This is an optimization exercise on Yosys and OpenROAD, whose aim is small area, a short achievable clock period and few clock cycles per item, not a production implementation.
No functional check of the RTL was part of this run.
Power and IR drop assume default switching activity.

**design/flow/run.sh**
```bash
#!/bin/bash
# synth_recipe.tcl (not shown) runs the flow's synth.tcl, then flattens the netlist and writes it again
# the make line also repeats each setting of config.mk as NAME=value (left out here)
make -C /OpenROAD-flow-scripts/flow DESIGN_CONFIG=/design/flow/config.mk WORK_HOME=/design/flow/orfs CLKGATE_MAP_FILE= SYNTH_SCRIPT=/design/flow/synth_recipe.tcl finish
```
**design/flow/config.mk**
```make
export PLATFORM = sky130hd
export DESIGN_NAME = rv_exec
export DESIGN_NICKNAME = rv_exec
export VERILOG_FILES = /design/flow/design.v
export SDC_FILE = /design/flow/constraint.sdc
export NUM_CORES = 4
export LEC_CHECK = 0
export CAP_MARGIN = 20
export CORE_MARGIN = 2
export CORE_UTILIZATION = 40
export SLEW_MARGIN = 20
```
**design/flow/constraint.sdc**
```tcl
create_clock -name core_clock -period 4.2 [get_ports {i_clk}]
set_input_delay 0.8400 -clock core_clock [delete_from_list [all_inputs] [get_ports {i_clk}]]
set_output_delay 0.8400 -clock core_clock [all_outputs]
set_load 0.01 [all_outputs]
```
**design/flow/design.v**
```verilog
`timescale 1ns/1ps
package rv_exec_pkg;
  localparam logic [6:0] opc_op     = 7'b0110011;   
  localparam logic [6:0] opc_op_imm = 7'b0010011;   
  localparam logic [6:0] opc_lui    = 7'b0110111;
  localparam logic [6:0] opc_auipc  = 7'b0010111;
  localparam logic [6:0] opc_branch = 7'b1100011;
  localparam logic [6:0] opc_jal    = 7'b1101111;
  localparam logic [6:0] opc_jalr   = 7'b1100111;
  localparam logic [6:0] opc_system = 7'b1110011;   
  localparam logic [31:0] ebreak_word = 32'h00100073;
  localparam logic [6:0] f7_base = 7'b0000000;
  localparam logic [6:0] f7_alt  = 7'b0100000;   
endpackage
`timescale 1ns/1ps
module exec_decode (
  input  logic [31:0] i_instr,
  output logic        o_is_branch,
  output logic        o_is_jal,
  output logic        o_is_jalr,
  output logic        o_is_lui,
  output logic        o_is_auipc,
  output logic        o_writes,
  output logic        o_illegal,
  output logic        o_halt
);
  logic [6:0] opc;
  logic [2:0] f3;
  logic [6:0] f7;
  logic       is_op;
  logic       is_op_imm;
  logic       is_system;
  assign opc = i_instr[6:0];
  assign f3  = i_instr[14:12];
  assign f7  = i_instr[31:25];
  assign is_op       = opc == rv_exec_pkg::opc_op;
  assign is_op_imm   = opc == rv_exec_pkg::opc_op_imm;
  assign o_is_lui    = opc == rv_exec_pkg::opc_lui;
  assign o_is_auipc  = opc == rv_exec_pkg::opc_auipc;
  assign o_is_branch = opc == rv_exec_pkg::opc_branch;
  assign o_is_jal    = opc == rv_exec_pkg::opc_jal;
  assign o_is_jalr   = opc == rv_exec_pkg::opc_jalr;
  assign is_system   = opc == rv_exec_pkg::opc_system;
  assign o_halt   = i_instr == rv_exec_pkg::ebreak_word;
  assign o_writes = is_op | is_op_imm | o_is_lui | o_is_auipc | o_is_jal | o_is_jalr;
  always_comb begin
    o_illegal = 1'b0;
    if (is_op)
      o_illegal = !(f7 == rv_exec_pkg::f7_base ||
                    (f7 == rv_exec_pkg::f7_alt && (f3 == 3'd0 || f3 == 3'd5)));
    else if (is_op_imm)
      o_illegal = (f3 == 3'd1 && f7 != rv_exec_pkg::f7_base) ||
                  (f3 == 3'd5 && f7 != rv_exec_pkg::f7_base && f7 != rv_exec_pkg::f7_alt);
    else if (o_is_branch)
      o_illegal = f3[2:1] == 2'b01;
    else if (o_is_jalr)
      o_illegal = f3 != 3'd0;
    else if (is_system)
      o_illegal = !o_halt;
    else if (!(o_is_lui || o_is_auipc || o_is_jal))
      o_illegal = 1'b1;
  end
endmodule
`timescale 1ns/1ps
module exec_add #(
  parameter int W = 32
) (
  input  logic [W-1:0] i_a,
  input  logic [W-1:0] i_b,
  input  logic         i_cin,
  output logic [W-1:0] o_sum
);
  localparam int L = $clog2(W);
  logic [W-1:0] g [0:L];
  logic [W-1:0] p [0:L];
  always_comb begin
    g[0] = i_a & i_b;
    p[0] = i_a ^ i_b;
    g[0][0] = g[0][0] | (p[0][0] & i_cin);
    for (int l = 0; l < L; l++) begin
      for (int i = 0; i < W; i++) begin
        if (((i >> l) & 1) == 1) begin
          g[l+1][i] = g[l][i] | (p[l][i] & g[l][((i >> l) << l) - 1]);
          p[l+1][i] = p[l][i] & p[l][((i >> l) << l) - 1];
        end else begin
          g[l+1][i] = g[l][i];
          p[l+1][i] = p[l][i];
        end
      end
    end
  end
  assign o_sum = p[0] ^ {g[L][W-2:0], i_cin};
endmodule
module exec_cmp (
  input  logic [31:0] i_a,
  input  logic [31:0] i_b,
  output logic        o_eq,
  output logic        o_ltu,
  output logic        o_lt
);
  logic [31:0] lt [0:5];
  logic [31:0] eq [0:5];
  logic        ltu_low;
  logic        eq_low;
  always_comb begin
    lt[0] = ~i_a & i_b;
    eq[0] = ~(i_a ^ i_b);
    lt[0][31] = 1'b0;
    eq[0][31] = 1'b1;
    for (int l = 0; l < 5; l++) begin
      for (int i = 0; i < 32; i++) begin
        if (((i >> l) & 1) == 1) begin
          lt[l+1][i] = lt[l][i] | (eq[l][i] & lt[l][((i >> l) << l) - 1]);
          eq[l+1][i] = eq[l][i] & eq[l][((i >> l) << l) - 1];
        end else begin
          lt[l+1][i] = lt[l][i];
          eq[l+1][i] = eq[l][i];
        end
      end
    end
  end
  assign ltu_low = lt[5][30];
  assign eq_low  = eq[5][30];
  assign o_eq    = eq_low & (i_a[31] == i_b[31]);
  assign o_ltu   = (i_a[31] == i_b[31]) ? ltu_low : i_b[31];
  assign o_lt    = (i_a[31] == i_b[31]) ? ltu_low : i_a[31];
endmodule
module exec_alu (
  input  logic [31:0] i_instr,
  input  logic [31:0] i_rs1,
  input  logic [31:0] i_rs2,
  output logic [31:0] o_result,
  output logic        o_cond
);
  logic [2:0]  f3;
  logic [31:0] imm_i;
  logic [31:0] op_b;
  logic        use_rs2;
  logic        sub;
  logic [31:0] sum;
  logic        ltu;
  logic        lt;
  logic        eq;
  logic        left;
  logic [31:0] sh_in;
  logic [31:0] sh_out;
  logic [31:0] sll_res;
  logic [32:0] sh_wide;
  logic [31:0] rs1_rev;
  assign f3      = i_instr[14:12];
  assign imm_i   = {{20{i_instr[31]}}, i_instr[31:20]};
  assign use_rs2 = i_instr[5] & ~i_instr[2];
  assign op_b    = use_rs2 ? i_rs2 : imm_i;
  assign sub = i_instr[5] & i_instr[30];
  exec_add #(.W(32)) exec_add_inst (
    .i_a   (i_rs1),
    .i_b   (op_b ^ {32{sub}}),
    .i_cin (sub),
    .o_sum (sum)
  );
  exec_cmp exec_cmp_inst (
    .i_a   (i_rs1),
    .i_b   (op_b),
    .o_eq  (eq),
    .o_ltu (ltu),
    .o_lt  (lt)
  );
  always_comb begin
    for (int k = 0; k < 32; k++) begin
      rs1_rev[k] = i_rs1[31 - k];
      sll_res[k] = sh_out[31 - k];
    end
  end
  assign left    = ~f3[2];
  assign sh_in   = left ? rs1_rev : i_rs1;
  assign sh_wide = $signed({i_instr[30] & ~left & i_rs1[31], sh_in}) >>> op_b[4:0];
  assign sh_out  = sh_wide[31:0];
  always_comb begin
    case (f3)
      3'd0: o_result = sum;
      3'd1: o_result = sll_res;
      3'd2: o_result = {31'd0, lt};
      3'd3: o_result = {31'd0, ltu};
      3'd4: o_result = i_rs1 ^ op_b;
      3'd5: o_result = sh_out;
      3'd6: o_result = i_rs1 | op_b;
      default: o_result = i_rs1 & op_b;
    endcase
  end
  assign o_cond = (f3[2] ? (f3[1] ? ltu : lt) : eq) ^ f3[0];
endmodule
`timescale 1ns/1ps
module exec_branch (
  input  logic [31:0] i_instr,
  input  logic [31:0] i_pc,
  input  logic [31:0] i_rs1,
  output logic [31:0] o_sum,    
  output logic [31:0] o_link    
);
  logic [31:0] imm;
  logic [31:0] base;
  logic        base_rs1;
  logic        base_zero;
  logic [29:0] run [0:5];   
  always_comb begin
    if (i_instr[3])
      imm = {{12{i_instr[31]}}, i_instr[19:12], i_instr[20], i_instr[30:21], 1'b0};
    else if (i_instr[6] & i_instr[2])
      imm = {{20{i_instr[31]}}, i_instr[31:20]};
    else if (i_instr[6])
      imm = {{20{i_instr[31]}}, i_instr[7], i_instr[30:25], i_instr[11:8], 1'b0};
    else
      imm = {i_instr[31:12], 12'b0};
  end
  assign base_rs1  = i_instr[6] & i_instr[2] & ~i_instr[3];
  assign base_zero = ~i_instr[6] & i_instr[5];   
  assign base      = base_rs1 ? i_rs1 : (base_zero ? 32'd0 : i_pc);
  exec_add #(.W(32)) exec_add_inst (
    .i_a   (base),
    .i_b   (imm),
    .i_cin (1'b0),
    .o_sum (o_sum)
  );
  always_comb begin
    run[0] = i_pc[31:2];
    for (int l = 0; l < 5; l++) begin
      for (int i = 0; i < 30; i++) begin
        if (((i >> l) & 1) == 1) run[l+1][i] = run[l][i] & run[l][((i >> l) << l) - 1];
        else run[l+1][i] = run[l][i];
      end
    end
  end
  assign o_link = {i_pc[31:3] ^ run[5][28:0], ~i_pc[2], i_pc[1:0]};
endmodule
`timescale 1ns/1ps
module exec_retire (
  input  logic [31:0] i_instr,
  input  logic [31:0] i_pc,
  input  logic [31:0] i_rs1,
  input  logic [31:0] i_rs2,
  output logic [31:0] o_next_pc,
  output logic        o_rd_write,   
  output logic [31:0] o_rd_data,
  output logic        o_trap,
  output logic        o_halt
);
  logic        is_branch;
  logic        is_jal;
  logic        is_jalr;
  logic        is_lui;
  logic        is_auipc;
  logic        writes;
  logic        illegal;
  logic [31:0] alu;
  logic        cond;
  logic [31:0] sum;
  logic [31:0] link;
  logic        taken;
  logic        misaligned;
  exec_decode exec_decode_inst (
    .i_instr     (i_instr),
    .o_is_branch (is_branch),
    .o_is_jal    (is_jal),
    .o_is_jalr   (is_jalr),
    .o_is_lui    (is_lui),
    .o_is_auipc  (is_auipc),
    .o_writes    (writes),
    .o_illegal   (illegal),
    .o_halt      (o_halt)
  );
  exec_alu exec_alu_inst (
    .i_instr  (i_instr),
    .i_rs1    (i_rs1),
    .i_rs2    (i_rs2),
    .o_result (alu),
    .o_cond   (cond)
  );
  exec_branch exec_branch_inst (
    .i_instr (i_instr),
    .i_pc    (i_pc),
    .i_rs1   (i_rs1),
    .o_sum   (sum),
    .o_link  (link)
  );
  assign taken      = is_jal | is_jalr | (is_branch & cond);
  assign misaligned = taken & sum[1];
  assign o_trap     = illegal | misaligned;
  assign o_next_pc  = (taken & ~o_trap) ? {sum[31:1], sum[0] & ~is_jalr} : link;
  assign o_rd_write = writes & ~o_trap;
  always_comb begin
    if (is_lui | is_auipc) o_rd_data = sum;
    else if (is_jal | is_jalr) o_rd_data = link;
    else o_rd_data = alu;
  end
endmodule
`timescale 1ns/1ps
module rv_exec_top (
  input  logic        i_clk,
  input  logic        i_rst,
  input  logic        i_in_valid,
  output logic        o_in_ready,
  input  logic [31:0] i_in_instr,
  input  logic [31:0] i_in_pc,
  input  logic [31:0] i_in_rs1_data,
  input  logic [31:0] i_in_rs2_data,
  output logic        o_out_valid,
  input  logic        i_out_ready,
  output logic [31:0] o_out_instr,
  output logic [31:0] o_out_pc,
  output logic [31:0] o_out_next_pc,
  output logic [4:0]  o_out_rd_addr,
  output logic [31:0] o_out_rd_data,
  output logic        o_out_trap,
  output logic        o_out_halt
);
  logic        advance;
  logic [31:0] next_pc_d;
  logic        rd_write_d;
  logic [31:0] rd_data_d;
  logic        trap_d;
  logic        halt_d;
  logic        rd_write_q;
  assign advance    = !o_out_valid | i_out_ready;
  assign o_in_ready = advance;
  exec_retire exec_retire_inst (
    .i_instr    (i_in_instr),
    .i_pc       (i_in_pc),
    .i_rs1      (i_in_rs1_data),
    .i_rs2      (i_in_rs2_data),
    .o_next_pc  (next_pc_d),
    .o_rd_write (rd_write_d),
    .o_rd_data  (rd_data_d),
    .o_trap     (trap_d),
    .o_halt     (halt_d)
  );
  always_ff @(posedge i_clk) begin
    if (i_rst) o_out_valid <= 1'b0;
    else if (advance) o_out_valid <= i_in_valid;
  end
  always_ff @(posedge i_clk) begin
    if (advance) begin   
      o_out_instr   <= i_in_instr;
      o_out_pc      <= i_in_pc;
      o_out_next_pc <= next_pc_d;
      rd_write_q    <= rd_write_d;
      o_out_rd_data <= rd_data_d;
      o_out_trap    <= trap_d;
      o_out_halt    <= halt_d;
    end
  end
  assign o_out_rd_addr = rd_write_q ? o_out_instr[11:7] : 5'd0;
endmodule
`timescale 1ns/1ps
module rv_exec (
  input  logic        i_clk,
  input  logic        i_rst,
  input  logic        i_in_valid,
  output logic        o_in_ready,
  input  logic [31:0] i_in_instr,
  input  logic [31:0] i_in_pc,
  input  logic [31:0] i_in_rs1_data,
  input  logic [31:0] i_in_rs2_data,
  output logic        o_out_valid,
  input  logic        i_out_ready,
  output logic [31:0] o_out_instr,
  output logic [31:0] o_out_pc,
  output logic [31:0] o_out_next_pc,
  output logic [4:0]  o_out_rd_addr,
  output logic [31:0] o_out_rd_data,
  output logic        o_out_trap,
  output logic        o_out_halt
);
  rv_exec_top rv_exec_top_inst (
    .i_clk         (i_clk),
    .i_rst         (i_rst),
    .i_in_valid    (i_in_valid),
    .o_in_ready    (o_in_ready),
    .i_in_instr    (i_in_instr),
    .i_in_pc       (i_in_pc),
    .i_in_rs1_data (i_in_rs1_data),
    .i_in_rs2_data (i_in_rs2_data),
    .o_out_valid   (o_out_valid),
    .i_out_ready   (i_out_ready),
    .o_out_instr   (o_out_instr),
    .o_out_pc      (o_out_pc),
    .o_out_next_pc (o_out_next_pc),
    .o_out_rd_addr (o_out_rd_addr),
    .o_out_rd_data (o_out_rd_data),
    .o_out_trap    (o_out_trap),
    .o_out_halt    (o_out_halt)
  );
endmodule
```
==> notes.md <==
Critical Path Sink Type=register; TritonCTS clock tree=yes; clk sinks=132; period utilisation layout=101%; Slowest-stage cell, CP=a211o_2; Max Clock Skew=0.00948 ns; Tot GR Track Use=40.1%; Synth Flop Type=edfxtp_1; flop2flop setup slack=2.77 ns; hold endpoint=rv_exec_top_inst.o_out_instr[3]; H-tree Lvls=4; internal power=0.00412 W; clock buffer depth=2; Final min period=4.23 ns; Final Hold Fails=0; Worst-Skew Late Latency=0.46 ns; clock group share of total power=20.9%; CP max stage delay=0.48 ns; Power Total=0.00666 W; max-slew violation count=0; vias in the first global route=17,400; Vias=17,800; pwr/cell area=273 mW/mm^2; die area=0.0399 sq mm; Avg WL per Cell=26.7 microns; Final Setup Violations=3; combinational power share=54.5%; Slew @ Worst Pin=1.12 ns; Cells after Synth=1,728; relative max-transition margin=24.1%; Mapped Area=0.0153 sq mm; first-pass GRT wire length=115,000 microns; Root Driver=clkbuf_16; Pre-Repair DR Iteration Count=5; hold_buf cts=0; r2r worst-path depth=2; Detail Placement HPWL=66,300 microns; die height=200 microns; top post-synthesis cells by count=nand2_1 (183), a21oi_1 (166), ha_1 (159), edfxtp_1 (131), mux2i_1 (127); final hold slack=0.812 ns; asr flop ratio synth=0%; top-count cell post-synth=nand2_1; core region area=0.0378 sq mm; CP cell instances=clkdlybuf4s50_1, and3b_1, a21o_1, xnor2_2, fa_2, a211oi_2, o211ai_1, a211o_2, o211a_4, o2111ai_4, nand2_2, o211ai_1, o21ai_1, or3b_1; HP Start=i_in_instr[3]; row cnt=71; Avg Vias per Cell=5.86; Die Span X=200 microns; #FFs+latches synth=132; VDD IR max=253 uV; leak pwr=11.0 nW; Worst Hold Depth=2; FF-to-FF Start=rv_exec_top_inst.o_out_valid; CP Data Required Time=4.39 ns; GRT overflow=0; fmax=237 MHz; Min-Delay Path Class=input pin to register; top cells by area, synth=edfxtp_1 (26%), ha_1 (13%), mux2i_1 (8.3%), a21oi_1 (5.4%), nand2_1 (4.5%); Crit Path Class=input pin to register; Yosys top cell area share=25.6%; Yosys top cell by area=edfxtp_1; layout cells sized above 1=33.0%; fin util=64.6%; syn_nets=2,029; RSZ-0062 raised after global routing=yes; max cap viols=0; sw frac=38.1%; pre-CTS setup slack=-1.11 ns; setup ws final=-0.0272 ns; register area share after synthesis=25.8%; routability cong.=1.18; fin nets=2,818; Total Routed Length=81,300 microns; reg2reg end=rv_exec_top_inst.o_out_instr[5]; DRC viols=0; Post-synth EDFFs=131; CP Launch Type=input pin; number of synthesis warnings=12; initial antenna violation count=1; CTS buffer count=17; Seq pwr share=24.6%; NetSw=0.00254 W; Initial Util=40.6%; status=finished with violations; dpl cell area=0.0231 sq mm; clock slew at reported path FFs=0.06 ns; Syn Area/Cell=8.88 sq um; crit-path most repeated cell=o211ai_1; synth unique cells=76; largest net degree at the start of global routing=133; CP arrival=4.42 ns; area grow syn2layout=59.1%; DRT iter0 DRCs=1,789; SO Faults=negative setup slack; post-route ant nets=0; # port buffers=268; final instance area=0.0244 sq mm; io pins=269; CP max FO=4
[power by group through the flow]
stage          logic, W  registers, W  clock network, W
6_report        0.00363       0.00164           0.00139
5_1_grt         0.00382       0.00165           0.00143
4_1_cts         0.00345       0.00164           0.00140
3_5_place_dp    0.00337       0.00167                 0
3_3_place_gp    0.00334       0.00167                 0
2_1_floorplan   0.00147       0.00173                 0
[per-layer routing]
metal	vias to the layer above	wire, microns	track usage (%)
met4	2	5510	24.4
met5	-	9	0
li1	7989	-	-
met2	1076	36000	63.4
met3	187	7410	5.68
met1	8579	32400	52.2
[layout make-up]
type	count	area (sq um)
Antenna cell	1	2.50
Clock buffer	17	425
Clock inverter	15	106
Fill cell	3133	13300
Inverter	102	398
Multi-Input combinational cell	1398	11500
Sequential cell	132	3950
Tap cell	511	639
Timing Repair Buffer	866	7400
[registers in the layout (all words and copies together) (netlist names)]
name and count:
rv_exec_top_inst.rd_write_q 1, rv_exec_top_inst.o_out_pc 32, rv_exec_top_inst.o_out_valid 1, rv_exec_top_inst.o_out_rd_data 32, rv_exec_top_inst.o_out_trap 1, rv_exec_top_inst.o_out_next_pc 32, rv_exec_top_inst.o_out_instr 32, rv_exec_top_inst.o_out_halt 1
[worst max-delay path: cells and delay by family]
kind	cells	cell delay [ns]
buffers and inverters	1	0.44
AO/OA/AOI/OAI	8	1.96
AND/OR/NAND/NOR	3	0.66
XOR/XNOR	1	0.15
adder cells (fa/ha/maj)	1	0.37
[stage by stage]
stage / std cells / setup TNS (ns)
floorplan: 1728 / -2.79
global placement: 2985 / -43.62
global route: 3041 / -0.620
finish: 3042 / -0.0388
CTS: 3031 / 0
detailed placement: 2985 / -47.87
[cell usage in the layout, fill, tap and decap left out, types with 11 or more instances in the layout]
cell type	count
a211oi_1	26
a21o_1	34
a21oi_1	140
a21oi_2	12
a21oi_4	14
a31oi_1	13
and2_1	11
buf_12	15
buf_4	568
buf_6	14
clkbuf_16	17
clkdlybuf4s50_1	259
edfxtp_1	131
ha_1	142
ha_4	16
inv_1	83
inv_2	14
mux2_2	15
mux2i_1	123
mux4_2	29
nand2_1	178
nand3_1	26
nand4_1	20
nor2_1	92
nor2b_1	19
nor3_1	31
o211ai_1	19
o21ai_0	73
o21ai_1	17
o221ai_1	17
o22ai_1	23
xnor2_1	36
xor2_1	55
[worst max path at each step]
stage	from	endpoint	cells past startpoint
2_1_floorplan	i_in_instr[5]	rv_exec_top_inst.o_out_rd_data[16]	18
3_3_place_gp	i_in_instr[2]	rv_exec_top_inst.o_out_rd_data[30]	17
3_5_place_dp	i_in_instr[2]	rv_exec_top_inst.o_out_rd_data[30]	17
4_1_cts	i_in_instr[30]	rv_exec_top_inst.o_out_rd_data[30]	15
5_1_grt	i_in_rs2_data[1]	rv_exec_top_inst.o_out_rd_data[17]	17
6_report	i_in_rs2_data[1]	rv_exec_top_inst.o_out_rd_data[28]	14
[kinds of logic (layout without fill, tap and decap cells)]
| group | count (synthesis) | in the layout | share of synthesized area, % |
|---|---|---|---|
| muxes | 181 | 181 | 14.4 |
| adders and majority gates | 169 | 169 | 14.3 |
| xor gates and xnor gates | 100 | 100 | 5.71 |
| other | 0 | 1 | 0 |
| DFF | 132 | 132 | 25.8 |
| AOI/OAI and AO/OA | 501 | 501 | 20.9 |
| buffers and inverters | 198 | 1000 | 5.60 |
| and+or+nand+nor | 447 | 447 | 13.4 |
[repair_timing]
action | CTS | global route
pin swaps | 30 | 51
setup buffers | 13 | 13
endpoints found under the setup margin | 58 | 52
cloned | 2 | 0
gates resized for setup | 78 | 67

-- afterwards: timing with drivers on the ports --
The results above use ideal ports. As a check the final layout listed here was re-extracted and re-timed, cells and wires unchanged. Step 1 assumes that a clkbuf_16 drives the clock port and a buf_2 every other input. Step 2 adds t to the input delays and takes it off the output delays; t is the mean of the earliest and latest rising clock arrival at the registers after step 1. Input paths then give back, and output paths get back, about the clock's delay inside the block. Three values: ideal ports, drivers, drivers and shift; two values: the first two.
shift t [ns]: 0.502
setup slack, ns: -0.027 / -0.009 / -0.511
worst hold slack (ns): 0.812 / 0.790 / 1.001
cell pins on the clock port's net: 1
The setup slack of this run moves by +0.018 ns with the drivers and by -0.484 ns with both steps.
